This is an optimization exercise on Yosys and OpenROAD, whose aim is small area, not a production implementation. In this exercise RTL edits were held to simulation tests only and were not proved equivalent to the original. Power and IR drop assume default switching activity.

`design/flow/constraint.sdc`:
```
create_clock -name core_clock -period 10.0 [get_ports {clock}]
set_input_delay 2.0000 -clock core_clock [delete_from_list [all_inputs] [get_ports {clock}]]
set_output_delay 2.0000 -clock core_clock [all_outputs]
set_load 0.01 [all_outputs]
```
`design/flow/config.mk`:
```
export PLATFORM = sky130hd
export DESIGN_NAME = dcache
export DESIGN_NICKNAME = dcache
export VERILOG_FILES = /design/flow/design.v
export SDC_FILE = /design/flow/constraint.sdc
export NUM_CORES = 8
export LEC_CHECK = 0
export CAP_MARGIN = 20
export CORE_MARGIN = 2
export CORE_UTILIZATION = 60
export CTS_BUF_LIST = sky130_fd_sc_hd__clkbuf_8
export CTS_CLUSTER_SIZE = 30
export PLACE_DENSITY = 0.7
export SLEW_MARGIN = 20
```
`design/flow/design.v`:
```
`default_nettype none
package mem_pkg;
    typedef enum logic [1:0] {
        bus_none  = 2'd0,
        bus_load  = 2'd1,
        bus_store = 2'd2
    } bus_cmd_t;
    typedef enum logic {
        mem_read  = 1'b0,
        mem_write = 1'b1
    } mem_op_t;
    typedef logic [32-1:0]           mem_addr_t;
    typedef logic [4-1:0]   mem_tag_t;
    typedef logic [8*8-1:0]  mem_block_t;   
endpackage
`default_nettype wire
`default_nettype none
package dcache_pkg;
    typedef logic [32-1:0]           dc_addr_t;
    localparam int offset_bits = $clog2(8);
    localparam int index_bits  = $clog2(16);
    localparam int tag_bits    = 32 - index_bits - offset_bits;
    typedef enum logic [1:0] {
        size_byte = 2'd0,
        size_half = 2'd1,
        size_word = 2'd2
    } access_size_t;
    typedef enum logic [1:0] {
        st_ready     = 2'd0,
        st_wait_mshr = 2'd1,   
        st_wait      = 2'd2    
    } dc_state_t;
    typedef logic [offset_bits-1:0] block_offset_t;
    typedef logic [index_bits-1:0]  line_index_t;
    typedef logic [tag_bits-1:0]    line_tag_t;
    typedef struct packed {
        logic                valid;
        logic                dirty;
        line_tag_t           tag;
        logic [8*8-1:0] block;
    } cache_line_t;
    typedef struct packed {
        logic                valid;
        logic                op;
        logic [32-1:0] line_addr;
        logic [4-1:0] tag;         
        logic [8*8-1:0] block;
    } mshr_entry_t;
    typedef struct packed {
        logic                valid;
        logic [32-1:0] line_addr;
        logic [8*8-1:0] block;
    } fill_t;
    function automatic logic [8*8-1:0] merge_store(
        input logic [8*8-1:0] block,
        input block_offset_t           offset,
        input access_size_t            size,
        input logic [32-1:0]     wdata
    );
        logic [8*8-1:0] merged;
        merged = block;
        case (size)
            2'd0: merged[8*offset +: 8] = wdata[7:0];
            2'd1: merged[8*{offset[offset_bits-1:1], 1'b0} +: 16] = wdata[15:0];
            default:   merged[8*{offset[offset_bits-1:2], 2'b00} +: 32] = wdata[31:0];
        endcase
        merge_store = merged;
    endfunction
    function automatic logic [32-1:0] load_field(
        input logic [8*8-1:0] block,
        input block_offset_t       offset,
        input access_size_t        size
    );
        logic [32-1:0] field;
        field = '0;
        case (size)
            2'd0: field[7:0]  = block[8*offset +: 8];
            2'd1: field[15:0] = block[8*{offset[offset_bits-1:1], 1'b0} +: 16];
            default:   field[31:0] = block[8*{offset[offset_bits-1:2], 2'b00} +: 32];
        endcase
        load_field = field;
    endfunction
endpackage
`default_nettype wire
`timescale 1ns/1ns
`default_nettype none
module dcache
(
    input  wire logic                     clock,
    input  wire logic                     reset,
    input  wire logic                     req_valid,
    input  wire mem_pkg::mem_op_t         req_op,
    input  wire dcache_pkg::access_size_t req_size,
    input  wire mem_pkg::mem_addr_t       req_addr,
    input  wire logic [32-1:0]      req_wdata,
    output logic                          stall,
    output logic                          resp_valid,
    output logic [32-1:0]           resp_data,
    output mem_pkg::bus_cmd_t             mem_command,
    output mem_pkg::mem_addr_t            mem_addr,
    output mem_pkg::mem_block_t           mem_wdata,
    input  wire mem_pkg::mem_tag_t        mem_accept_tag,
    input  wire mem_pkg::mem_block_t      mem_rdata,
    input  wire mem_pkg::mem_tag_t        mem_resp_tag
);
    localparam int NL = 16;
    localparam int NB = 3;    
    logic        wt_q;        
    logic        wm_q;        
    logic        rd_acc_q;    
    logic [1:0]  rd_slot_q;   
    logic        held_op;
    logic [1:0]  held_size;
    logic [31:0] held_addr;
    logic [31:0] held_wdata;
    logic [NL-1:0]        lv_q;      
    logic [NL-1:0]        ld_q;      
    logic [NL-1:0][24:0]  lt_q;      
    logic [NL-1:0][63:0]  lb_q;      
    logic [NB-1:0]        bv_q;      
    logic [NB-1:0][1:0]   bs_q;      
    logic [NB-1:0][28:0]  ba_q;      
    logic [NB-1:0][63:0]  bd_q;      
    logic        ready;
    logic        w_op;
    logic [1:0]  w_size;
    logic [31:0] w_addr;
    logic [31:0] w_wdata;
    logic [3:0]  w_idx;
    logic [24:0] w_tag;
    logic [2:0]  w_off;
    assign ready   = !wt_q && !wm_q;
    assign stall   = !ready;
    assign w_op    = ready ? req_op    : held_op;
    assign w_size  = ready ? req_size  : held_size;
    assign w_addr  = ready ? req_addr  : held_addr;
    assign w_wdata = ready ? req_wdata : held_wdata;
    assign w_idx   = w_addr[6:3];
    assign w_tag   = w_addr[31:7];
    assign w_off   = w_addr[2:0];
    logic [NL-1:0] dec;
    always_comb begin
        for (int l = 0; l < NL; l++) dec[l] = (w_idx == 4'(l));
    end
    logic        r_valid, r_dirty;
    logic [24:0] r_tag;
    logic [63:0] r_block;
    always_comb begin
        r_valid = 1'b0;
        r_dirty = 1'b0;
        r_tag   = '0;
        r_block = '0;
        for (int l = 0; l < NL; l++) begin
            r_valid = r_valid | (dec[l] & lv_q[l]);
            r_dirty = r_dirty | (dec[l] & ld_q[l]);
            r_tag   = r_tag   | ({25{dec[l]}} & lt_q[l]);
            r_block = r_block | ({64{dec[l]}} & lb_q[l]);
        end
    end
    logic hit;
    assign hit = r_valid && (r_tag == w_tag);
    logic [NB-1:0] fm;
    logic          fwd_hit;
    logic [63:0]   fwd_block;
    always_comb begin
        fwd_block = '0;
        for (int k = 0; k < NB; k++) begin
            fm[k] = bv_q[k] && (ba_q[k] == req_addr[31:3]);
            fwd_block = fwd_block | ({64{fm[k]}} & bd_q[k]);
        end
        fwd_hit = |fm;
    end
    logic [NB-1:0] first;
    always_comb begin
        for (int k = 0; k < NB; k++) begin
            first[k] = bv_q[k];
            for (int j = 0; j < NB; j++)
                if (j != k && bv_q[j] && bs_q[j] < bs_q[k]) first[k] = 1'b0;
        end
    end
    logic any_wb, all_wb, issue_rd, acc;
    assign any_wb   = |bv_q;
    assign all_wb   = &bv_q;
    assign issue_rd = wt_q && !rd_acc_q;
    assign acc      = (mem_accept_tag != 4'd0);
    always_comb begin
        mem_wdata = '0;
        mem_addr  = '0;
        for (int k = 0; k < NB; k++) begin
            mem_wdata       = mem_wdata | ({64{first[k]}} & bd_q[k]);
            mem_addr[31:3]  = mem_addr[31:3] | ({29{first[k]}} & ba_q[k]);
        end
        if (!any_wb) mem_addr[31:3] = held_addr[31:3];
        mem_command = any_wb ? mem_pkg::bus_store : (issue_rd ? mem_pkg::bus_load : mem_pkg::bus_none);
    end
    logic take, fill, write_hit, fwd_install, miss, inst, evict;
    assign take        = ready && req_valid;
    assign write_hit   = take && hit && (req_op == mem_pkg::mem_write);
    assign fwd_install = take && !hit && fwd_hit;
    assign miss        = take && !hit && !fwd_hit;
    assign fill        = wt_q && rd_acc_q && (mem_resp_tag != 4'd0);
    assign inst        = fill || fwd_install;
    assign evict       = inst && r_valid && r_dirty;
    logic alloc;    
    assign alloc = (miss && !all_wb) || (wm_q && !all_wb);
    logic [NB-1:0] bv_keep;
    always_comb begin
        for (int k = 0; k < NB; k++)
            bv_keep[k] = bv_q[k] && !(first[k] && acc) && !(fm[k] && fwd_install);
    end
    logic [3:0] occ;
    logic [1:0] free_slot;
    always_comb begin
        for (int i = 0; i < 4; i++) begin
            occ[i] = wt_q && !fill && (rd_slot_q == 2'(i));
            for (int k = 0; k < NB; k++)
                if (bv_keep[k] && bs_q[k] == 2'(i)) occ[i] = 1'b1;
        end
        free_slot = !occ[0] ? 2'd0 : !occ[1] ? 2'd1 : !occ[2] ? 2'd2 : 2'd3;
    end
    logic [NB-1:0] nb;
    always_comb begin
        nb[0] = !bv_keep[0];
        nb[1] = bv_keep[0] && !bv_keep[1];
        nb[2] = bv_keep[0] && bv_keep[1];
    end
    logic [7:0]  st_be;
    logic [31:0] st_word;
    always_comb begin
        st_be = '0;
        case (w_size)
            2'd0: st_be[w_off] = 1'b1;
            2'd1: st_be[{w_off[2:1], 1'b0} +: 2] = 2'b11;
            default: st_be[{w_off[2], 2'b00} +: 4] = 4'b1111;
        endcase
        if (w_op != mem_pkg::mem_write) st_be = '0;
        case (w_size)
            2'd0: st_word = {4{w_wdata[7:0]}};
            2'd1: st_word = {2{w_wdata[15:0]}};
            default: st_word = w_wdata;
        endcase
    end
    logic [63:0] base, wbus;
    assign base = fill ? mem_rdata : fwd_block;
    always_comb begin
        for (int b = 0; b < 8; b++)
            wbus[8*b +: 8] = st_be[b] ? st_word[8*(b%4) +: 8] : base[8*b +: 8];
    end
    logic [7:0] be;
    always_comb begin
        for (int b = 0; b < 8; b++) be[b] = inst || (write_hit && st_be[b]);
    end
    logic dirty_new;
    assign dirty_new = !fill || (w_op == mem_pkg::mem_write);
    always_ff @(posedge clock) begin
        for (int l = 0; l < NL; l++) begin
            if (reset) lv_q[l] <= 1'b0;
            else if (inst && dec[l]) lv_q[l] <= 1'b1;
            if (inst && dec[l]) lt_q[l] <= w_tag;
            if ((inst || write_hit) && dec[l]) ld_q[l] <= dirty_new;
            for (int b = 0; b < 8; b++)
                if (be[b] && dec[l]) lb_q[l][8*b +: 8] <= wbus[8*b +: 8];
        end
    end
    always_ff @(posedge clock) begin
        for (int k = 0; k < NB; k++) begin
            if (reset) bv_q[k] <= 1'b0;
            else bv_q[k] <= bv_keep[k] || (evict && nb[k]);
            if (evict && nb[k]) begin
                bs_q[k] <= free_slot;
                ba_q[k] <= {r_tag, w_idx};
                bd_q[k] <= r_block;
            end
        end
    end
    always_ff @(posedge clock) begin
        if (reset) begin
            wt_q <= 1'b0;
            wm_q <= 1'b0;
        end else begin
            wt_q <= alloc || (wt_q && !fill);
            wm_q <= (miss && all_wb) || (wm_q && all_wb);
        end
        if (alloc) begin
            rd_slot_q <= free_slot;
            rd_acc_q  <= 1'b0;
        end else if (issue_rd && !any_wb && acc) begin
            rd_acc_q  <= 1'b1;
        end
    end
    always_ff @(posedge clock) begin
        if (ready) begin
            held_op    <= req_op;
            held_size  <= req_size;
            held_addr  <= req_addr;
            held_wdata <= req_wdata;
        end
    end
    logic [63:0] rblk;
    logic [31:0] rword;
    logic [31:0] field;
    assign rblk  = (ready && hit) ? r_block : base;
    assign rword = w_off[2] ? rblk[63:32] : rblk[31:0];
    always_comb begin
        field = '0;
        case (w_size)
            2'd0: field[7:0]  = rword[8*w_off[1:0] +: 8];
            2'd1: field[15:0] = rword[16*w_off[1] +: 16];
            default: field = rword;
        endcase
    end
    always_ff @(posedge clock) begin
        if (reset) resp_valid <= 1'b0;
        else       resp_valid <= (take && (hit || fwd_hit)) || fill;
        resp_data <= (w_op == mem_pkg::mem_write) ? '0 : field;
    end
endmodule
`default_nettype wire
```
`design/flow/run.sh`:
```
#!/bin/bash
# synth_recipe.tcl (not shown) runs the flow's synth.tcl, then flattens the netlist and writes it again
# the make line also repeats each setting of config.mk as NAME=value (left out here)
make -C /OpenROAD-flow-scripts/flow DESIGN_CONFIG=/design/flow/config.mk WORK_HOME=/design/flow/orfs CLKGATE_MAP_FILE= SYNTH_SCRIPT=/design/flow/synth_recipe.tcl finish
```
==> flow_metrics.env, run 1 <==
export IMPL_final_cell_mix="1727 x edfxtp_1, 599 x a22oi_1, 430 x nand2_1"
export IMPL_netlist_area_leader_share_pct=71.0
export IMPL_hold_class="flop to flop"
export IMPL_via_per_inst=7.10
export IMPL_fp_row_count=128
export IMPL_die_w_um=353
export IMPL_ys_warnings_count=1
export IMPL_antenna_found_initial=16
export IMPL_die_area_sq_um=125000
export IMPL_final_nets=5411
export IMPL_synth_top_area_cell="edfxtp_1"
export IMPL_setup_viol=0
export IMPL_root_buffer="clkbuf_8"
export IMPL_fin_setup_tns_ns=0
export IMPL_timing_slew_headroom_pct=22.5
export IMPL_hold_viol=0
export IMPL_die_y_um=353
export IMPL_max_freq_mhz=123
export IMPL_vias=50508
export IMPL_ant_nets=0
export IMPL_first_iter_violations=10199
export IMPL_core_area_sq_um=121000
export IMPL_grt_max_degree=96
export IMPL_drive_gt1_share_pct=11.9
export IMPL_cp_arrival_ns=8.89
export IMPL_async_flop_share_pct=0
export IMPL_grt_first_pass_wirelength_um=351000
export IMPL_tightest_slew_ns=1.16
export IMPL_clock_skew_ns=0.0843
export IMPL_crit_required_ns=10.74
export IMPL_postSynthAreaPerCell_sq_um=14.9
export IMPL_cp_start_kind="input port"
export IMPL_dr_pass1_iters=11
export IMPL_drc=0
export IMPL_synth_cell_types=71
export IMPL_cts_tree="done"
export IMPL_ir_worst_vdd_mv=0.153
export IMPL_ios=274
export IMPL_final_common_cell="edfxtp_1"
export IMPL_htreeDepth=5
export IMPL_numCtsBuffers=301
export IMPL_clock_latency_ns=1.01
export IMPL_syn_inst=4899
export IMPL_seq_area_frac_synth_pct=74.3
export IMPL_rsz0062_at_grt="no"
export IMPL_clkSinkCount=1849
export IMPL_grtUsageTotal_pct=39.8
export IMPL_leakagePower_nw=28.3
export IMPL_start_util_pct=60.2
export IMPL_yosys_register_bits=1849
export IMPL_finalWirelength_um=253000
export IMPL_r2r_setup_slack_ns=2.58
export IMPL_max_cap_violations=0
export IMPL_grt_pass1_vias=47297
export IMPL_end_kind="flop"
export IMPL_period_needed_ns=8.15
export IMPL_synth_edff_count=1727
export IMPL_fin_crit_sh_pct=81.5
export IMPL_hold_buffers=0
export IMPL_post_cts_buffers=0
export IMPL_clkSlewWorstSetupHoldPaths_ns=0.06
export IMPL_synth_ff_type="edfxtp_1"
export IMPL_port_buffers=270
export IMPL_power_density_nw_per_um2=199
export IMPL_syn_cell_area_sq_um=73100
export IMPL_place_congestion=1.02
export IMPL_clock_path_buffers=4
export IMPL_cts_resized=0
export IMPL_wl_per_cell_um=35.5
export IMPL_hpwlAfterDp_um=167000
export IMPL_setup_ws_ns=1.85
export IMPL_area_delta_synth_final_pct=14.3
export IMPL_grt_overflow=0
export IMPL_synth_area_leaders="edfxtp_1 71%, a22oi_1 6.2%, dfxtp_1 3.3%"
export IMPL_drv_slew=0
export IMPL_critPathMaxFanout=64
export IMPL_outcome="finished clean"
export IMPL_critPathKind="input port to flop"
export IMPL_preCtsSetupSlack_ns=1.16
-- power by group --
part	switching (mW)	total (mW)	internal (mW)
clock network	2.92	5.95	3.03
registers	0.0281	8.75	8.72
logic	1.48	1.92	0.440
-- final cells by class --
| type | count | area, sq um |
|---|---|---|
| tap | 1625 | 2030 |
| antenna | 13 | 32.5 |
| timing repair buffer | 402 | 3890 |
| fill | 8305 | 37900 |
| clock buffer | 318 | 4380 |
| inverter | 115 | 433 |
| sequential | 1849 | 54300 |
| multi-input combinational | 2591 | 17500 |
| clock inverter | 204 | 960 |
-- sequential cells by signal, indices dropped and copies added, names as in the netlist, 2 cells and up --
register / cells
bd_q: 192
ba_q: 87
held_wdata: 32
held_size: 2
lt_q: 400
held_addr: 32
ld_q: 16
resp_data: 32
rd_slot_q: 2
bs_q: 6
lv_q: 16
lb_q: 1024
bv_q: 3
-- Yosys cell counts (all sizes together) (24+ instances only) --
cell type  number
edfxtp       1727
a222oi        143
mux2           48
a22oi         599
nand2         430
o21ai          40
and4           28
o21a           24
nor4           26
a221oi         81
xnor2          47
a21oi         173
mux2i          29
xor2           65
clkbuf        241
nor3           73
and3           83
nor2          248
o22ai          41
inv           111
buf           105
dfxtp         122
a22o           92
nand4          93
nand3          49
-- critical path: stages --
cell and delay (ns):
clkdlybuf4s50_1 0.71, or4_4 0.65, o31a_4 0.28, nor2_4 0.50, buf_4 0.39, a222oi_1 0.16, nor4b_2 0.23, xnor2_1 0.13
or4_1 0.67, nor3_1 0.46, a211oi_1 0.22, nor2_4 0.84, o21a_4 0.94, nor3_1 0.30, clkbuf_2 0.24
-- cells by family after synthesis --
| logic type | count (synthesis) | synth area share [%] |
|---|---|---|
| and+or+nand+nor | 1109 | 7.32 |
| muxes | 77 | 1.14 |
| buffers and inverters | 461 | 2.52 |
| AOI/OAI and AO/OA | 1281 | 13.2 |
| DFF | 1849 | 74.3 |
| xor gates and xnor gates | 112 | 1.34 |
| adders and majority gates | 9 | 0.154 |
| other | 1 | 0.00513 |
-- routing by layer --
layer	vias to the layer above	track usage, %	share of wire, %
met3	693	17.3	17
met2	4672	56.4	43
met4	16	16.5	4.8
met5	-	0	0.044
met1	24736	54.3	35
li1	20391	-	-
-- worst paths after layout --
kind	from	to	cells past startpoint
worst max-delay path	req_addr[5]	lb_q[274]	15
worst min-delay path	held_wdata[18]	held_wdata[18]	2
worst max register to register	wt_q	lb_q[274]	15
worst min register to register	held_wdata[18]	held_wdata[18]	2
-- through the flow --
stage / cells / area [sq um] / utilization, % / hold WS, ns / power [mW]
after global placement: 6578 / 78000 / 64.3 / 0.426 / 10.7
after CTS: 7100 / 83400 / 68.7 / 0.447 / 16.5
after detailed placement: 6578 / 78000 / 64.3 / 0.433 / 10.7
after floorplan: 4901 / 73100 / - / 0.417 / 9.74
final: 7117 / 83500 / 68.8 / 0.447 / 16.6
after global routing: 7105 / 83500 / 68.8 / 0.469 / 17.0
==> run 2, diff against run 1 <==
--- a/design/flow/config.mk
+++ b/design/flow/config.mk
@@ -8,7 +8,7 @@
 export CAP_MARGIN = 20
 export CORE_MARGIN = 2
 export CORE_UTILIZATION = 60
-export CTS_BUF_LIST = sky130_fd_sc_hd__clkbuf_8
-export CTS_CLUSTER_SIZE = 30
+export CTS_BUF_LIST = sky130_fd_sc_hd__clkbuf_4
+export CTS_CLUSTER_SIZE = 20
 export PLACE_DENSITY = 0.7
 export SLEW_MARGIN = 20
==> run 2 against run 1 <==
Effect of this change: area after synthesis stayed put; wire length increased by 0.38%; clock skew up 0.093 ns; register-to-register slack better by 0.04 ns; first-iteration DRC count fell by 2.2%; synthesized cell count unchanged; sequential power about the same; via count is 2.0% higher; maximum frequency grew 5.6%; die area unchanged; largest cell class unchanged; highest routed layer unchanged.
==> flow_metrics.env, run 2 <==
export IMPL_wl_per_cell_um=34.3
export IMPL_via_per_inst=6.98
export IMPL_async_flop_share_pct=0
export IMPL_seq_area_frac_synth_pct=74.3
export IMPL_ant_nets=0
export IMPL_syn_cell_area_sq_um=73100
export IMPL_syn_inst=4899
export IMPL_rsz0062_at_grt="no"
export IMPL_finalWirelength_um=254000
export IMPL_max_flop_register="lb_q"
export IMPL_final_nets=5561
export IMPL_fp_row_count=128
export IMPL_critPathKind="input port to flop"
export IMPL_leakagePower_nw=28.6
export IMPL_startpoint="req_addr[5]"
export IMPL_p_comb_share_pct=11.4
export IMPL_r2r_setup_slack_ns=2.62
export IMPL_die_area_sq_um=125000
export IMPL_cts_resized=0
export IMPL_clock_skew_ns=0.177
export IMPL_hold_buffers=0
export IMPL_end_kind="flop"
export IMPL_endpoint="lb_q[59]"
export IMPL_grt_overflow=0
export IMPL_die_y_um=353
export IMPL_ios=274
export IMPL_netlist_area_leader_share_pct=71.0
export IMPL_internal_power_mw=12.4
export IMPL_largest_reg_flops=1024
export IMPL_timing_rr_end="lb_q[59]"
export IMPL_clkSlewWorstSetupHoldPaths_ns=0.07
export IMPL_ir_worst_vdd_mv=0.134
export IMPL_setup_viol=0
export IMPL_htreeDepth=5
export IMPL_fin_util_pct=69.1
export IMPL_p_sw_share_pct=26.7
export IMPL_tightest_slew_ns=1.17
export IMPL_numCtsBuffers=452
export IMPL_grt_first_pass_wirelength_um=353000
export IMPL_synth_most_common_cell="edfxtp_1"
export IMPL_drv_slew=0
export IMPL_setup_ws_ns=2.27
export IMPL_postSynthAreaPerCell_sq_um=14.9
export IMPL_hpwlAfterDp_um=167000
export IMPL_cts_tree="done"
export IMPL_crit_required_ns=10.96
export IMPL_fin_setup_tns_ns=0
export IMPL_drive_gt1_share_pct=17.2
export IMPL_final_common_cell="edfxtp_1"
export IMPL_clkPwrFrac_pct=36.9
export IMPL_dpl_cell_count=6578
export IMPL_grtUsageTotal_pct=40.1
export IMPL_synth_edff_count=1727
export IMPL_core_area_sq_um=121000
export IMPL_fin_crit_sh_pct=77.3
export IMPL_timing_slew_headroom_pct=22.0
export IMPL_clkSinkCount=1849
export IMPL_hold_viol=0
export IMPL_top_regs="lb_q (1024), lt_q (400), bd_q (192)"
export IMPL_synth_ff_type="edfxtp_1"
export IMPL_preCtsSetupSlack_ns=1.16
export IMPL_final_cell_mix="1727 x edfxtp_1, 663 x clkbuf_4, 599 x a22oi_1"
export IMPL_grt_max_degree=96
export IMPL_vias=51532
export IMPL_root_buffer="clkbuf_4"
export IMPL_grt_pass1_vias=48811
export IMPL_seqPwrFrac_pct=51.8
export IMPL_cp_arrival_ns=8.69
export IMPL_outcome="finished clean"
export IMPL_max_cap_violations=0
export IMPL_switching_power_mw=4.50
export IMPL_clock_latency_ns=1.42
export IMPL_ys_warnings_count=1
export IMPL_netlist_top_cells_count="1727 x edfxtp_1, 599 x a22oi_1, 430 x nand2_1"
export IMPL_drc=0
export IMPL_port_buffers=270
export IMPL_area_delta_synth_final_pct=14.8
export IMPL_post_cts_buffers=0
export IMPL_hold_class="flop to flop"
export IMPL_fin_cells=7384
export IMPL_place_congestion=1.02
export IMPL_critPathMaxFanout=24
export IMPL_max_freq_mhz=129
export IMPL_yosys_register_bits=1849
export IMPL_fin_hold_ws_ns=0.452
export IMPL_cp_start_kind="input port"
export IMPL_power_density_nw_per_um2=201
export IMPL_first_iter_violations=9975
export IMPL_die_w_um=353
export IMPL_synth_cell_types=71
export IMPL_antenna_found_initial=11
export IMPL_period_needed_ns=7.73
export IMPL_start_util_pct=60.2
export IMPL_synth_area_leaders="edfxtp_1 71%, a22oi_1 6.2%, dfxtp_1 3.3%"
export IMPL_worstRegToRegCells=15
export IMPL_synth_top_area_cell="edfxtp_1"
export IMPL_hold_depth=2
export IMPL_clock_path_buffers=4
export IMPL_dr_pass1_iters=14
export IMPL_worstReg2RegStart="wt_q"
[run 2: area by class of cell]
cell class                 count  area, sq um
clock buffer                 663         4980
timing repair buffer         401         3880
inverter                     115          433
fill                        8445        37500
tap                         1625         2030
multi-input combinational   2591        17500
antenna                        7         17.5
clock inverter               133          748
sequential                  1849        54300
[run 2: power groups by stage]
| stage | registers [mW] | clock network [mW] | logic [mW] |
|---|---|---|---|
| 5_1_grt | 8.74 | 6.63 | 1.94 |
| 3_3_place_gp | 8.91 | 0 | 1.79 |
| 6_report | 8.74 | 6.23 | 1.92 |
| 4_1_cts | 8.74 | 6.25 | 1.80 |
| 3_5_place_dp | 8.91 | 0 | 1.80 |
| 2_1_floorplan | 8.90 | 0 | 0.842 |
[run 2: logic make-up (layout without fill, tap and decap cells)]
| group | after synthesis | in the layout | synth area share [%] |
|---|---|---|---|
| flip-flops | 1849 | 1849 | 74.3 |
| AND/OR/NAND/NOR | 1109 | 1109 | 7.32 |
| multiplexers | 77 | 77 | 1.14 |
| adder cells (fa/ha/maj) | 9 | 9 | 0.154 |
| XOR/XNOR | 112 | 112 | 1.34 |
| AO/OA/AOI/OAI | 1281 | 1281 | 13.2 |
| buffers and inverters | 461 | 1312 | 2.52 |
| other | 1 | 10 | 0.00513 |
[run 2: how the worst min path moves through the flow]
stage	slack (ns)	to	startpoint
2_1_floorplan	0.42	held_wdata[16]	held_wdata[16]
3_3_place_gp	0.43	held_wdata[23]	held_wdata[23]
3_5_place_dp	0.43	held_wdata[23]	held_wdata[23]
4_1_cts	0.45	held_wdata[23]	held_wdata[23]
5_1_grt	0.47	held_wdata[18]	held_wdata[18]
6_report	0.45	held_wdata[16]	held_wdata[16]
[run 2: metrics by stage]
stage	power [mW]	cell area [sq um]
finish	16.9	83900
global route	17.3	83900
CTS	16.8	83800
detailed placement	10.7	78000
global placement	10.7	78000
floorplan	9.74	73100
[run 2: metal layers]
layer  part of all wire [%]  vias to the layer above  GRT usage [%]
met4                    4.9                       12           17.5
met1                     35                    24987           53.9
met3                     18                      715           17.9
li1                       -                    20967              -
met2                     43                     4851           56.8
met5                  0.030                        -              0
[run 2: worst max-delay path, cell delays in order]
cell	delay [ns]
clkdlybuf4s50_1	0.72
or4_4	0.66
o31a_4	0.27
nor2_4	0.49
buf_4	0.39
a222oi_1	0.16
nor4b_2	0.23
xnor2_1	0.13
or4_1	0.67
nor3_1	0.47
a211oi_1	0.22
nor2_4	0.83
buf_4	0.37
nand2_1	0.46
and3_1	0.54
==> run 3, diff against run 2 <==
==> design/flow/config.mk (replaced) <==
export PLATFORM = sky130hd
export DESIGN_NAME = dcache
export DESIGN_NICKNAME = dcache
export VERILOG_FILES = /design/flow/design.v
export SDC_FILE = /design/flow/constraint.sdc
export NUM_CORES = 8
export LEC_CHECK = 0
export CAP_MARGIN = 20
export CORE_MARGIN = 2
export CORE_UTILIZATION = 30
export PLACE_DENSITY = 0.45
export SLEW_MARGIN = 20
==> run 3 against run 2 <==
Effect of this change: sequential power hardly changed; area after synthesis stayed put; first-iteration DRC count is 34% lower; critical path type unchanged; critical endpoint is now lb_q[834]; largest power group unchanged; highest routed layer is now met4.
==> flow_metrics.env, run 3 <==
export IMPL_cts_tree="done"
export IMPL_tightest_slew_ns=1.35
export IMPL_synth_top_area_cell="edfxtp_1"
export IMPL_dr_pass1_iters=7
export IMPL_drv_slew=0
export IMPL_cp_start_kind="input port"
export IMPL_leakagePower_nw=28.3
export IMPL_clkSinkCount=1849
export IMPL_grt_pass1_vias=46515
export IMPL_htreeDepth=4
export IMPL_core_area_sq_um=243000
export IMPL_area_delta_synth_final_pct=18.6
export IMPL_largest_reg_flops=1024
export IMPL_ir_worst_vdd_mv=0.211
export IMPL_final_cell_mix="1727 x edfxtp_1, 599 x a22oi_1, 430 x nand2_1"
export IMPL_yosys_register_bits=1849
export IMPL_synth_area_leaders="edfxtp_1 71%, a22oi_1 6.2%, dfxtp_1 3.3%"
export IMPL_ys_warnings_count=1
export IMPL_final_common_cell="edfxtp_1"
export IMPL_clock_skew_ns=0.0432
export IMPL_netlist_area_leader_share_pct=71.0
export IMPL_netlist_top_cells_count="1727 x edfxtp_1, 599 x a22oi_1, 430 x nand2_1"
export IMPL_grt_first_pass_wirelength_um=387000
export IMPL_die_w_um=498
export IMPL_power_density_nw_per_um2=205
export IMPL_ant_nets=0
export IMPL_grtUsageTotal_pct=22.1
export IMPL_crit_required_ns=10.47
export IMPL_postSynthAreaPerCell_sq_um=14.9
export IMPL_r2r_setup_slack_ns=2.64
export IMPL_vias=48035
export IMPL_grt_overflow=0
export IMPL_port_buffers=270
export IMPL_start_util_pct=30.1
export IMPL_clkSlewWorstSetupHoldPaths_ns=0.06
export IMPL_fin_setup_tns_ns=0
export IMPL_drive_gt1_share_pct=11.1
export IMPL_final_nets=5320
export IMPL_setup_viol=0
export IMPL_rsz0062_at_grt="no"
export IMPL_clock_latency_ns=0.87
export IMPL_hold_buffers=0
export IMPL_wl_per_cell_um=33.0
export IMPL_via_per_inst=5.63
export IMPL_p_total_mw=17.8
export IMPL_max_flop_register="lb_q"
export IMPL_async_flop_share_pct=0
export IMPL_syn_inst=4899
export IMPL_root_buffer="clkbuf_16"
export IMPL_top_regs="lb_q (1024), lt_q (400), bd_q (192)"
export IMPL_synth_cell_types=71
export IMPL_fp_row_count=181
export IMPL_seq_area_frac_synth_pct=74.3
export IMPL_synth_edff_count=1727
export IMPL_timing_slew_headroom_pct=9.70
export IMPL_synth_ff_type="edfxtp_1"
export IMPL_clock_path_buffers=3
export IMPL_place_congestion=0.905
export IMPL_finalWirelength_um=282000
export IMPL_cp_arrival_ns=8.55
export IMPL_hpwlAfterDp_um=190000
export IMPL_critPathMaxFanout=76
export IMPL_cts_resized=0
export IMPL_grt_max_degree=77
export IMPL_synth_most_common_cell="edfxtp_1"
export IMPL_end_kind="flop"
export IMPL_max_freq_mhz=124
export IMPL_hold_viol=0
export IMPL_die_area_sq_um=248000
export IMPL_period_needed_ns=8.07
export IMPL_antenna_found_initial=8
export IMPL_drc=0
export IMPL_hold_class="flop to flop"
export IMPL_critPathKind="input port to flop"
export IMPL_nFillCells=23113
export IMPL_ios=274
export IMPL_numCtsBuffers=190
export IMPL_outcome="finished clean"
export IMPL_max_cap_violations=0
export IMPL_first_iter_violations=6586
export IMPL_die_y_um=498
export IMPL_post_cts_buffers=0
export IMPL_fin_crit_sh_pct=80.7
export IMPL_syn_cell_area_sq_um=73100
run 3: cell types whose count changed in the layout (fill, tap and decap cells not counted), moves of 5 or more:
cell | previous run | this run
nor3_1 | 54 | 36
bufinv_16 | 8 | 16
mux2i_2 | 8 | 13
clkbuf_1 | 0 | 49
clkbuf_16 | 0 | 193
mux2i_1 | 20 | 15
clkbuf_8 | 0 | 7
clkinv_1 | 97 | 46
buf_4 | 113 | 129
clkbuf_4 | 663 | 0
clkinv_16 | 0 | 5
nor3_2 | 17 | 35
run 3: worst paths after layout:
kind,start,end,cells after the start
setup / recovery,req_addr[3],lb_q[834],14
hold reg to reg,held_wdata[23],held_wdata[23],2
setup reg to reg,wt_q,lb_q[834],14
hold / removal,held_wdata[23],held_wdata[23],2
run 3: cell type report:
class / instances / area [sq um] / share of cell area, %
tap: 3202 / 4010 / 4.62
clock buffer: 249 / 5110 / 5.90
antenna: 4 / 10.0 / 0.0115
inverter: 115 / 434 / 0.501
clock inverter: 105 / 1080 / 1.25
timing repair buffer: 422 / 4150 / 4.78
sequential: 1849 / 54300 / 62.6
multi-input combinational: 2591 / 17600 / 20.3
run 3: per-layer routing:
| layer | share of wire [%] | track usage, % | vias up |
|---|---|---|---|
| met5 | 0 | 0 | - |
| met2 | 46 | 35.0 | 2556 |
| met4 | 4.1 | 8.40 | 0 |
| li1 | - | - | 20159 |
| met1 | 42 | 30.0 | 24932 |
| met3 | 7.9 | 4.05 | 388 |
run 3: critical path, stage by stage:
cell and delay, ns:
clkdlybuf4s50_1 0.74, or4b_1 0.25, o21a_2 0.56, nor2_4 0.20, buf_12 0.27, a222oi_1 0.34
nor4b_1 0.77, xnor2_1 0.10, or4_1 0.63, nor4_4 0.23, nand2_1 0.37, o21a_2 0.68
buf_4 0.42, nor3_1 0.90
run 3: logic make-up (layout without fill, tap and decap cells):
family / after synthesis / count (layout) / synth area share, %
flops: 1849 / 1849 / 74.3
xor+xnor: 112 / 112 / 1.34
mux: 77 / 77 / 1.14
fa+ha+maj: 9 / 9 / 0.154
simple gates: 1109 / 1109 / 7.32
buf+inv: 461 / 891 / 2.52
compound gates: 1281 / 1281 / 13.2
other cells: 1 / 7 / 0.00513
run 3: metrics by stage:
stage,setup WS [ns],area [sq um],hold slack [ns],util [%],cells
after global placement,1.23,80200,0.427,33.0,8171
after detailed placement,1.20,80400,0.432,33.1,8178
final,1.93,86700,0.447,35.7,8537
after CTS,2.11,86600,0.446,35.7,8532
after global routing,1.74,86700,0.467,35.7,8534
after floorplan,0.645,73100,0.417,-,4901
run 3: power breakdown:
group	switching, mW	internal (mW)	leakage (nW)	total (mW)
clock	3.09	4.03	3.01	7.11
sequential	0.0332	8.72	16.6	8.75
combinational	1.45	0.447	8.67	1.89
==> run 4, diff against run 3 <==
--- a/design/flow/design.v
+++ b/design/flow/design.v
@@ -112,7 +112,6 @@
     logic        held_op;
     logic [1:0]  held_size;
     logic [31:0] held_addr;
-    logic [31:0] held_wdata;
     logic [NL-1:0]        lv_q;      
     logic [NL-1:0]        ld_q;      
     logic [NL-1:0][24:0]  lt_q;      
@@ -134,7 +133,7 @@
     assign w_op    = ready ? req_op    : held_op;
     assign w_size  = ready ? req_size  : held_size;
     assign w_addr  = ready ? req_addr  : held_addr;
-    assign w_wdata = ready ? req_wdata : held_wdata;
+    assign w_wdata = ready ? req_wdata : resp_data;   
     assign w_idx   = w_addr[6:3];
     assign w_tag   = w_addr[31:7];
     assign w_off   = w_addr[2:0];
@@ -293,7 +292,6 @@
             held_op    <= req_op;
             held_size  <= req_size;
             held_addr  <= req_addr;
-            held_wdata <= req_wdata;
         end
     end
     logic [63:0] rblk;
@@ -312,7 +310,9 @@
     always_ff @(posedge clock) begin
         if (reset) resp_valid <= 1'b0;
         else       resp_valid <= (take && (hit || fwd_hit)) || fill;
-        resp_data <= (w_op == mem_pkg::mem_write) ? '0 : field;
+        if (ready || fill)
+            resp_data <= (w_op != mem_pkg::mem_write) ? field :
+                         (ready && !hit && !fwd_hit) ? req_wdata : '0;
     end
 endmodule
 `default_nettype wire
==> design/flow/flow/run.sh (new file) <==
#!/bin/bash
# Standard ORFS flow (the standard.sh, unchanged synthesis), with:
#  - port buffers of the smallest buffer cell instead of the tool's pick
#  - clock tree: no dummy loads, explicit leaf clustering
set -euo pipefail
export BUFFER_PORTS_ARGS="-buffer_cell sky130_fd_sc_hd__buf_1"
export CTS_ARGS="-sink_clustering_enable -repair_clock_nets -dont_use_dummy_load -buf_list sky130_fd_sc_hd__clkbuf_8 -sink_clustering_size 14 -sink_clustering_max_diameter 60"
bash standard.sh > standard.log 2>&1
==> design/flow/standard.sh (new file) <==
#!/bin/bash
# synth_recipe.tcl (not shown) runs the flow's synth.tcl, then flattens the netlist and writes it again
# the make line also repeats each setting of config.mk as NAME=value (left out here)
make -C /OpenROAD-flow-scripts/flow DESIGN_CONFIG=/design/flow/config.mk WORK_HOME=/design/flow/orfs CLKGATE_MAP_FILE= SYNTH_SCRIPT=/design/flow/synth_recipe.tcl "${@:-finish}"
--- a/design/flow/config.mk
+++ b/design/flow/config.mk
@@ -7,6 +7,6 @@
 export LEC_CHECK = 0
 export CAP_MARGIN = 20
 export CORE_MARGIN = 2
-export CORE_UTILIZATION = 30
-export PLACE_DENSITY = 0.45
+export CORE_UTILIZATION = 60
+export PLACE_DENSITY = 0.7
 export SLEW_MARGIN = 20
removed: design/flow/run.sh
==> run 4 against run 3 <==
Effect of this change: largest cell class unchanged; die area fell by 50%; non-clock buffer count fell by 3; wire length down 16%; sequential share of layout area up 6.2 points; critical path type unchanged; via count increased by 1.3%; critical path depth rose by 2; count of clock-buffer cells in the layout fell by 96; final area is 9.6% lower; hold slack better by 0.035 ns; combinational power is 3% lower; critical endpoint is now lb_q[763]; clock skew up 0.050 ns; first-iteration DRC count increased by 47%.
==> flow_metrics.env, run 4 <==
export IMPL_drv_slew=0
export IMPL_core_area_sq_um=120000
export IMPL_ant_nets=0
export IMPL_rsz0062_at_grt="no"
export IMPL_final_common_cell="edfxtp_1"
export IMPL_synth_cell_types=84
export IMPL_critPathMaxFanout=16
export IMPL_r2r_setup_slack_ns=1.79
export IMPL_start_util_pct=60.6
export IMPL_vias=48677
export IMPL_htreeDepth=4
export IMPL_fin_setup_tns_ns=0
export IMPL_die_area_sq_um=124000
export IMPL_grt_pass1_vias=45464
export IMPL_max_freq_mhz=121
export IMPL_grt_first_pass_wirelength_um=335000
export IMPL_clock_path_buffers=3
export IMPL_clkSinkCount=1817
export IMPL_fp_row_count=127
export IMPL_grtUsageTotal_pct=37.8
export IMPL_leakagePower_nw=25.2
export IMPL_die_w_um=352
export IMPL_busiest_layer="met1"
export IMPL_outcome="finished clean"
export IMPL_ys_warnings_count=1
export IMPL_antenna_found_initial=9
export IMPL_ir_worst_vdd_mv=0.146
export IMPL_critPathKind="input port to flop"
export IMPL_drc=0
export IMPL_setup_ws_ns=1.75
export IMPL_grt_overflow=0
export IMPL_synth_top_area_cell="edfxtp_1"
export IMPL_crit_required_ns=10.54
export IMPL_cp_start_kind="input port"
export IMPL_grtUsageMet3_pct=15.7
export IMPL_max_cap_violations=0
export IMPL_seq_area_frac_synth_pct=74.1
export IMPL_power_density_nw_per_um2=180
export IMPL_grt_max_degree=88
export IMPL_synth_most_common_cell="edfxtp_1"
export IMPL_hold_viol=0
export IMPL_cp_arrival_ns=8.79
export IMPL_largest_reg_flops=1024
export IMPL_synth_area_leaders="edfxtp_1 73%, a22oi_1 6.0%, a222oi_1 2.0%"
export IMPL_clock_latency_ns=0.94
export IMPL_final_nets=5233
export IMPL_top_regs="lb_q (1024), lt_q (400), bd_q (192)"
export IMPL_cp_slowest_cell="nor4bb_1"
export IMPL_syn_cell_area_sq_um=72800
export IMPL_drive_gt1_share_pct=9.45
export IMPL_preCtsSetupSlack_ns=1.22
export IMPL_area_delta_synth_final_pct=7.62
export IMPL_netlist_top_cells_count="1759 x edfxtp_1, 579 x a22oi_1, 380 x nand2_1"
export IMPL_final_cell_mix="1759 x edfxtp_1, 579 x a22oi_1, 378 x nand2_1"
export IMPL_cts_tree="done"
export IMPL_clkSlewWorstSetupHoldPaths_ns=0.09
export IMPL_nFillCells=8473
export IMPL_clock_skew_ns=0.0930
export IMPL_max_flop_register="lb_q"
export IMPL_setup_viol=0
export IMPL_syn_inst=4830
export IMPL_cts_resized=0
export IMPL_finalWirelength_um=238000
export IMPL_wl_per_cell_um=35.5
export IMPL_fin_hold_ws_ns=0.482
export IMPL_ios=274
export IMPL_post_cts_buffers=0
export IMPL_use_met2_pct=52.0
export IMPL_fin_crit_sh_pct=82.5
export IMPL_yosys_register_bits=1817
export IMPL_netlist_area_leader_share_pct=72.5
export IMPL_crit_path_max_incr_delay_ns=0.98
export IMPL_synth_ff_type="edfxtp_1"
export IMPL_hold_class="flop to flop"
export IMPL_end_kind="flop"
export IMPL_fin_util_pct=65.2
export IMPL_place_congestion=0.986
export IMPL_port_buffers=270
export IMPL_die_y_um=352
export IMPL_synth_edff_count=1759
export IMPL_root_buffer="clkbuf_8"
export IMPL_tightest_slew_ns=1.26
export IMPL_numCtsBuffers=153
export IMPL_via_per_inst=7.27
export IMPL_grt_util_met1_pct=54.6
export IMPL_period_needed_ns=8.25
export IMPL_timing_slew_headroom_pct=16.1
export IMPL_postSynthAreaPerCell_sq_um=15.1
export IMPL_hpwlAfterDp_um=157000
export IMPL_hold_buffers=0
export IMPL_first_iter_violations=9705
export IMPL_dr_pass1_iters=14
export IMPL_p_total_mw=14.1
export IMPL_path_cells="buf_1, or4b_1, o21a_1, buf_4, nor2_4, a222oi_1, nor4bb_1, o22ai_1, or4_1, nor2_1, nand3_2, a21o_1, o21ai_4, nand2_1, buf_4, nor2_1"
export IMPL_async_flop_share_pct=0
## run 4: final timing paths
path               startpoint        end  cells after the start
hold reg to reg      lv_q[11]   lv_q[11]                      2
hold / removal       lv_q[11]   lv_q[11]                      2
setup / recovery  req_addr[4]  lb_q[763]                     16
setup reg to reg         wt_q  lb_q[763]                     16
## run 4: worst max-delay path, delay by kind of cell
kind,cells,cell delay [ns]
AO/OA/AOI/OAI,5,2.04
AND/OR/NAND/NOR,8,3.50
buffers and inverters,3,1.21
## run 4: stage by stage
stage / cells / instance area, sq um
3_3_place_gp: 6535 / 76100
3_5_place_dp: 6537 / 76200
2_1_floorplan: 4832 / 72800
6_report: 6696 / 78400
5_1_grt: 6696 / 78400
4_1_cts: 6690 / 78300
## run 4: area by class of cell
type	count	area, sq um	share of cell area [%]
Antenna cell	4	10.0	0.0128
Clock buffer	153	2110	2.69
Inverter	115	434	0.554
Multi-Input combinational cell	2576	17600	22.5
Sequential cell	1817	54000	68.9
Tap cell	1612	2020	2.57
Timing Repair Buffer	419	2230	2.85
## run 4: logic make-up (layout without fill, tap and decap cells)
logic type / after synthesis / in the layout / share of synthesized area, %
DFF: 1817 / 1817 / 74.1
AOI/OAI and AO/OA: 1354 / 1354 / 13.9
other: 1 / 7 / 0.00515
muxes: 96 / 96 / 1.50
adders and majority gates: 9 / 9 / 0.155
buffers and inverters: 439 / 687 / 2.51
and+or+nand+nor: 1010 / 1010 / 6.56
xor gates and xnor gates: 104 / 104 / 1.25
## run 4: report_power, final
group / leakage (nW) / switching [mW] / total (mW) / internal [mW]
registers: 16.5 / 0.0470 / 8.65 / 8.60
logic: 7.62 / 1.44 / 1.84 / 0.396
clock network: 1.10 / 2.29 / 3.66 / 1.37
## run 4: routing by layer
layer	part of all wire (%)	up-vias
met2	42	4430
met4	3.6	4
li1	-	19664
met5	0.049	-
met1	36	24068
met3	18	511
==> run 5, diff against run 4 <==
==> design/flow/flow/run.sh (replaced) <==
#!/bin/bash
# The standard flow (standard.sh) with three changes:
#  - synthesis is the standard one, except that the final ABC technology
#    mapping uses an area-oriented script (flow/area.abc); registers are
#    mapped before ABC runs, so they are the standard synthesis's
#  - port buffers use the smallest buffer cell
#  - clock tree: no dummy loads, explicit leaf clustering
set -euo pipefail
W=$(pwd)
cat > my_synth.tcl <<T
proc abc {args} {
  set i [lsearch -exact \$args -script]
  if { \$i >= 0 } { lset args [expr {\$i + 1}] $W/flow/area.abc }
  yosys abc {*}\$args
}
source $W/synth_recipe.tcl
T
sed "s#SYNTH_SCRIPT=[^ ]*#SYNTH_SCRIPT=$W/my_synth.tcl#" standard.sh > my_standard.sh
grep -q "SYNTH_SCRIPT=$W/my_synth.tcl" my_standard.sh
export BUFFER_PORTS_ARGS="-buffer_cell sky130_fd_sc_hd__buf_1"
export CTS_ARGS="-sink_clustering_enable -repair_clock_nets -dont_use_dummy_load -buf_list sky130_fd_sc_hd__clkbuf_8 -sink_clustering_size 14 -sink_clustering_max_diameter 60"
bash my_standard.sh > standard.log 2>&1
==> design/flow/flow/area.abc (new file) <==
&get -n
&st
&dch -f
&nf -a -p -R 1000
&st
&dch -f
&nf -a -p -R 1000
&put
topo
stime -c
==> run 5 against run 4 <==
Effect of this change: wire length shrank 3.5%; register-to-register slack lost 0.54 ns; still clean; clock power hardly changed; critical path depth up 4; sequential share of layout area increased by 1.7 points; cell count shrank 5.9%; clock skew rose by 0.0073 ns; combinational power shrank 12%; final area decreased by 2.5%.
==> flow_metrics.env, run 5 <==
export IMPL_fp_row_count=124
export IMPL_clkSlewWorstSetupHoldPaths_ns=0.08
export IMPL_fin_crit_sh_pct=87.5
export IMPL_clkSinkCount=1817
export IMPL_cp_start_kind="flop"
export IMPL_ant_nets=0
export IMPL_first_iter_violations=9324
export IMPL_hold_buffers=0
export IMPL_grtUsageTotal_pct=38.4
export IMPL_port_buffers=270
export IMPL_hold_class="flop to flop"
export IMPL_synth_compound_area_share_pct=13.0
export IMPL_grt_overflow=0
export IMPL_postSynthAreaPerCell_sq_um=16.6
export IMPL_cts_resized=0
export IMPL_final_nets=4936
export IMPL_fin_hold_ws_ns=0.481
export IMPL_final_cell_mix="1759 x edfxtp_1, 373 x a222oi_1, 335 x nand2_1"
export IMPL_place_congestion=0.981
export IMPL_power_density_nw_per_um2=182
export IMPL_netlist_top_cells_count="1759 x edfxtp_1, 373 x a222oi_1, 337 x nand2_1"
export IMPL_drv_slew=0
export IMPL_setup_viol=0
export IMPL_leakagePower_nw=23.4
export IMPL_ios=274
export IMPL_synth_top_family_by_area="compound AO/OA/AOI/OAI gates"
export IMPL_async_flop_share_pct=0
export IMPL_finalWirelength_um=229000
export IMPL_synth_edff_count=1759
export IMPL_synth_ff_type="edfxtp_1"
export IMPL_critPathMaxFanout=70
export IMPL_numCtsBuffers=153
export IMPL_timing_slew_headroom_pct=19.3
export IMPL_wl_per_cell_um=36.4
export IMPL_synth_xor_area_share_pct=0.441
export IMPL_post_cts_buffers=0
export IMPL_largest_reg_flops=1024
export IMPL_ir_worst_vdd_mv=0.143
export IMPL_syn_cell_area_sq_um=69500
export IMPL_dpl_cell_area_sq_um=74300
export IMPL_final_common_cell="edfxtp_1"
export IMPL_clock_path_buffers=3
export IMPL_dpl_cell_count=6142
export IMPL_die_y_um=344
export IMPL_core_area_sq_um=115000
export IMPL_fin_util_pct=66.7
export IMPL_synth_simple_gate_area_share_pct=6.01
export IMPL_clock_skew_ns=0.100
export IMPL_vias=46912
export IMPL_die_area_sq_um=119000
export IMPL_synthMuxAreaShare_pct=1.91
export IMPL_synth_top_area_cell="edfxtp_1"
export IMPL_synth_cell_types=48
export IMPL_fin_cells=6299
export IMPL_rsz0062_at_grt="no"
export IMPL_area_delta_synth_final_pct=9.95
export IMPL_root_buffer="clkbuf_8"
export IMPL_grt_max_degree=71
export IMPL_crit_required_ns=10.52
export IMPL_antenna_found_initial=4
export IMPL_synth_area_leaders="edfxtp_1 76%, a222oi_1 5.4%, a22oi_1 2.5%"
export IMPL_drc=0
export IMPL_grt_first_pass_wirelength_um=320000
export IMPL_p_total_mw=13.9
export IMPL_start_util_pct=60.6
export IMPL_hold_viol=0
export IMPL_cts_tree="done"
export IMPL_clock_latency_ns=0.91
export IMPL_max_freq_mhz=114
export IMPL_via_per_inst=7.45
export IMPL_syn_inst=4180
export IMPL_synth_most_common_cell="edfxtp_1"
export IMPL_ys_warnings_count=1
export IMPL_stdcell_area_sq_um=76500
export IMPL_synth_fa_ha_area_share_pct=0.162
export IMPL_htreeDepth=4
export IMPL_yosys_register_bits=1817
export IMPL_preCtsSetupSlack_ns=0.662
export IMPL_netlist_area_leader_share_pct=76.0
export IMPL_dr_pass1_iters=15
export IMPL_period_needed_ns=8.75
export IMPL_max_cap_violations=0
export IMPL_cp_arrival_ns=9.28
export IMPL_setup_ws_ns=1.25
export IMPL_max_flop_register="lb_q"
export IMPL_die_w_um=344
export IMPL_top_regs="lb_q (1024), lt_q (400), bd_q (192)"
export IMPL_hpwlAfterDp_um=148000
export IMPL_outcome="finished clean"
export IMPL_grt_pass1_vias=43846
export IMPL_drive_gt1_share_pct=8.51
export IMPL_seq_area_frac_synth_pct=77.6
export IMPL_end_kind="flop"
export IMPL_fin_setup_tns_ns=0
export IMPL_tightest_slew_ns=1.20
export IMPL_critPathKind="flop to flop"
-- run 5: cell count changes after synthesis, moves of 44 or more --
cell / before / now
a222oi_1: 145 / 373
xor2_1: 84 / 10
nor2_1: 344 / 261
buf_2: 51 / 0
inv_1: 100 / 0
o21ai_0: 103 / 187
mux2_1: 0 / 44
clkinv_1: 3 / 156
a22oi_1: 579 / 236
buf_1: 53 / 0
clkbuf_1: 199 / 0
a21oi_1: 174 / 60
-- run 5: final cells by class --
| class | instances | area (sq um) |
|---|---|---|
| multi-input combinational | 2205 | 15400 |
| inverter | 156 | 598 |
| tap | 1512 | 1890 |
| fill | 7860 | 38200 |
| antenna | 4 | 10.0 |
| sequential | 1817 | 54000 |
| clock buffer | 153 | 2110 |
| timing repair buffer | 452 | 2510 |
-- run 5: kinds of logic (layout without fill, tap and decap cells) --
group                    Yosys count  in the layout
multiplexers                     127            127
other                              1              7
flip-flops                      1817           1817
XOR/XNOR                          35             35
adder cells (fa/ha/maj)            9              9
AO/OA/AOI/OAI                   1131           1131
AND/OR/NAND/NOR                  900            900
buffers and inverters            160            761
-- run 5: report_power, final --
group	switching, mW	internal [mW]
Combinational	1.22	0.389
Clock	2.27	1.37
Sequential	0.0393	8.61
-- run 5: path summary, 6_finish.rpt --
path                start         to  slack [ns]  cells past startpoint
setup reg to reg     wm_q  bd_q[155]        1.25                     20
hold / removal    lv_q[7]    lv_q[7]        0.48                      2
hold reg to reg   lv_q[7]    lv_q[7]        0.48                      2
setup / recovery     wm_q  bd_q[155]        1.25                     20
-- run 5: critical path, cell delays in order, from the launching register on --
cell       delay, ns
dfxtp_1         0.40
nor2_4          0.48
clkinv_8        0.42
nand2_1         0.19
a21boi_2        0.59
nand2_1         0.53
nor2_4          0.92
buf_4           0.37
a22oi_1         0.11
and4_1          0.25
nand4_1         0.28
nand2_1         0.09
o21ai_0         0.10
a2111oi_0       0.10
nand4_1         0.35
and3_1          0.35
a21o_1          0.81
o211ai_1        0.49
nor2_1          0.26
and2_4          0.79
buf_12          0.33
-- run 5: routing by layer --
| metal | vias to the layer above | share of wire [%] | track usage [%] |
|---|---|---|---|
| met5 | - | 0.0057 | 0 |
| met4 | 2 | 4.2 | 13.8 |
| met3 | 546 | 17 | 12.0 |
| met2 | 4341 | 44 | 56.2 |
| met1 | 23174 | 35 | 55.0 |
| li1 | 18849 | - | - |
==> run 6, diff against run 5 <==
--- a/design/flow/design.v
+++ b/design/flow/design.v
@@ -157,7 +157,7 @@
         end
     end
     logic hit;
-    assign hit = r_valid && (r_tag == w_tag);
+    assign hit = r_valid && (r_tag == req_addr[31:7]);   
     logic [NB-1:0] fm;
     logic          fwd_hit;
     logic [63:0]   fwd_block;
==> run 6 against run 5 <==
Effect of this change: via count grew 1.2%; area after synthesis shrank 0.25%; sequential power is essentially flat; sequential cell count is the same; wire length grew 2.1%; largest power group unchanged.
==> flow_metrics.env, run 6 <==
export IMPL_rsz0062_at_grt="no"
export IMPL_place_congestion=0.999
export IMPL_wl_per_cell_um=37.1
export IMPL_cp_arrival_ns=9.01
export IMPL_stdcell_area_sq_um=76500
export IMPL_vias=47474
export IMPL_via_per_inst=7.52
export IMPL_critPathMaxFanout=26
export IMPL_multi_input_area_sq_um=15200
export IMPL_max_cap_violations=0
export IMPL_max_freq_mhz=117
export IMPL_htreeDepth=4
export IMPL_drive_gt1_share_pct=8.84
export IMPL_final_cell_mix="1759 x edfxtp_1, 360 x a222oi_1, 323 x nand2_1"
export IMPL_crit_top_cell="buf_4"
export IMPL_hpwlAfterDp_um=153000
export IMPL_largest_reg_flops=1024
export IMPL_ys_warnings_count=1
export IMPL_startpoint="req_addr[4]"
export IMPL_hold_buffers=0
export IMPL_synth_area_leaders="edfxtp_1 76%, a222oi_1 5.2%, a22oi_1 2.1%"
export IMPL_grtUsageTotal_pct=39.2
export IMPL_hold_end="lv_q[1]"
export IMPL_path_cells="buf_1, a21boi_2, nand2_1, nor2_4, buf_4, a222oi_1, and4_1, nand3_1, xnor2_1, nand2_1, or4_1, nor3_4, buf_4, a21oi_1, buf_4, nand2b_1, buf_4, nor2_1"
export IMPL_synth_cell_types=53
export IMPL_timing_slew_headroom_pct=17.0
export IMPL_syn_cell_area_sq_um=69400
export IMPL_period_needed_ns=8.51
export IMPL_r2r_setup_slack_ns=1.53
export IMPL_final_common_cell="edfxtp_1"
export IMPL_leakagePower_nw=23.6
export IMPL_grt_max_degree=91
export IMPL_fp_row_count=124
export IMPL_end_kind="flop"
export IMPL_syn_inst=4163
export IMPL_die_y_um=344
export IMPL_numCtsBuffers=153
export IMPL_clock_latency_ns=0.89
export IMPL_area_delta_synth_final_pct=10.3
export IMPL_synth_top_area_cell="edfxtp_1"
export IMPL_die_area_sq_um=118000
export IMPL_setup_viol=0
export IMPL_postSynthAreaPerCell_sq_um=16.7
export IMPL_ir_worst_vdd_mv=0.118
export IMPL_core_area_sq_um=115000
export IMPL_worstRegToRegCells=20
export IMPL_regArea_sq_um=54000
export IMPL_worstReg2RegStart="wt_q"
export IMPL_netlist_top_cells_count="1759 x edfxtp_1, 360 x a222oi_1, 324 x nand2_1"
export IMPL_root_buffer="clkbuf_8"
export IMPL_hp_start="lv_q[1]"
export IMPL_hold_viol=0
export IMPL_hold_depth=2
export IMPL_first_iter_violations=10874
export IMPL_async_flop_share_pct=0
export IMPL_cp_start_kind="input port"
export IMPL_start_util_pct=60.6
export IMPL_die_w_um=344
export IMPL_hold_class="flop to flop"
export IMPL_fin_setup_tns_ns=0
export IMPL_fin_crit_sh_pct=85.1
export IMPL_antenna_found_initial=15
export IMPL_timing_rr_end="lb_q[242]"
export IMPL_cp_slowest_cell="nor2_4"
export IMPL_port_buffers=270
export IMPL_ios=274
export IMPL_synth_edff_count=1759
export IMPL_finalWirelength_um=234000
export IMPL_synth_ff_type="edfxtp_1"
export IMPL_synth_most_common_cell="edfxtp_1"
export IMPL_clock_skew_ns=0.0974
export IMPL_outcome="finished clean"
export IMPL_critPathKind="input port to flop"
export IMPL_post_cts_buffers=0
export IMPL_netlist_area_leader_share_pct=76.2
export IMPL_final_nets=4938
export IMPL_grt_overflow=0
export IMPL_top_regs="lb_q (1024), lt_q (400), bd_q (192)"
export IMPL_ant_nets=0
export IMPL_clkSinkCount=1817
export IMPL_dr_pass1_iters=11
export IMPL_crit_required_ns=10.50
export IMPL_cts_resized=0
export IMPL_drv_slew=0
export IMPL_power_density_nw_per_um2=183
export IMPL_max_flop_register="lb_q"
export IMPL_cts_tree="done"
export IMPL_crit_path_max_incr_delay_ns=0.97
export IMPL_grt_pass1_vias=43876
export IMPL_dpl_cell_area_sq_um=74400
export IMPL_clkSlewWorstSetupHoldPaths_ns=0.08
export IMPL_clock_path_buffers=3
export IMPL_drc=0
export IMPL_yosys_register_bits=1817
export IMPL_nFillCells=7882
export IMPL_grt_first_pass_wirelength_um=325000
export IMPL_tightest_slew_ns=1.21
export IMPL_seq_area_frac_synth_pct=77.8
-- run 6: cell families after synthesis --
family | count (synthesis) | share of synthesized area (%)
buffers and inverters | 161 | 0.893
other | 1 | 0.00541
flip-flops | 1817 | 77.8
AND/OR/NAND/NOR | 877 | 5.89
AO/OA/AOI/OAI | 1160 | 13.3
adder cells (fa/ha/maj) | 9 | 0.162
multiplexers | 93 | 1.40
XOR/XNOR | 45 | 0.568
-- run 6: worst max-delay path by stage --
stage / to / slack (ns) / depth (start not counted)
floorplan: ba_q[0] / 0.02 / 4
global placement: lb_q[247] / 1.09 / 19
detailed placement: lb_q[246] / 0.95 / 19
CTS: bd_q[81] / 1.87 / 18
global route: bd_q[81] / 1.58 / 21
finish: lb_q[242] / 1.49 / 18
-- run 6: metal layers --
| metal | up-vias | part of all wire (%) | track usage, % |
|---|---|---|---|
| met2 | 4727 | 44 | 57.9 |
| li1 | 18838 | - | - |
| met1 | 23163 | 34 | 54.9 |
| met4 | 14 | 5.2 | 17.0 |
| met3 | 732 | 17 | 11.8 |
| met5 | - | 0.053 | 0 |
-- run 6: cell type report --
cell class | instances | share of cell area [%]
Multi-Input combinational cell | 2187 | 19.9
Clock buffer | 153 | 2.75
Antenna cell | 12 | 0.0392
Inverter | 157 | 0.783
Timing Repair Buffer | 471 | 3.53
Tap cell | 1512 | 2.47
Sequential cell | 1817 | 70.6
-- run 6: through the flow --
stage                     worst slack, ns  total power, mW  hold WS (ns)  instances  util [%]
after CTS                            1.87             13.9         0.483       6297      66.8
after global placement               1.09             10.4         0.451       6144      64.9
after floorplan                    0.0177             9.59         0.439       4165         -
final                                1.49             14.0         0.479       6309      66.8
after global routing                 1.58             14.3         0.499       6304      66.8
after detailed placement            0.947             10.4         0.463       6144      64.9
-- run 6: critical path, delay by kind of cell --
kind                   cells  cell delay (ns)
AO/OA/AOI/OAI              3             0.82
XOR/XNOR                   1             0.21
AND/OR/NAND/NOR            9             4.45
buffers and inverters      5             1.49
-- run 6: power by group --
group          total (mW)  switching, mW  internal (mW)
logic                1.69           1.29          0.402
clock network        3.67           2.30           1.37
registers            8.66         0.0427           8.62

## separate check: timing with driven ports
The flow's constraints put no driver on any port. The routed layouts listed below were extracted and timed again, unchanged, in two steps. Step 1: set_driving_cell puts a clkbuf_16 on clock and a buf_2 on each other input, an assumption about the parent block. Step 2 adds t to the input delays and takes it off the output delays; t is the mean of the earliest and latest rising clock arrival at the registers after step 1. Input paths then give back, and output paths get back, about the clock's delay inside the block. Three values: ideal, step 1, step 2; two values: the first two.
| run | t (ns) | slack for setup (ns) | worst setup path after step 2 | worst slew at a driven data input, ns |
|---|---|---|---|---|
| run 1 | 1.036 | 1.846 / 1.888 / 0.852 | input to register | 0.18 |
| run 2 | 1.407 | 2.275 / 2.321 / 0.913 | input to register | 0.20 |
| run 3 | 0.934 | 1.925 / 1.978 / 1.044 | input to register | 0.10 |
| run 4 | 0.968 | 1.749 / 1.786 / 0.828 | input to register | 0.11 |
| run 5 | 0.931 | 1.248 / 1.248 / 0.382 | input to register | 0.33 |
| run 6 | 0.926 | 1.486 / 1.525 / 0.615 | input to register | 0.14 |
After both steps every run listed still meets setup and hold. For run 2, which loses most, drivers alone change the setup slack by +0.046 ns; drivers and shift together by -1.362 ns.
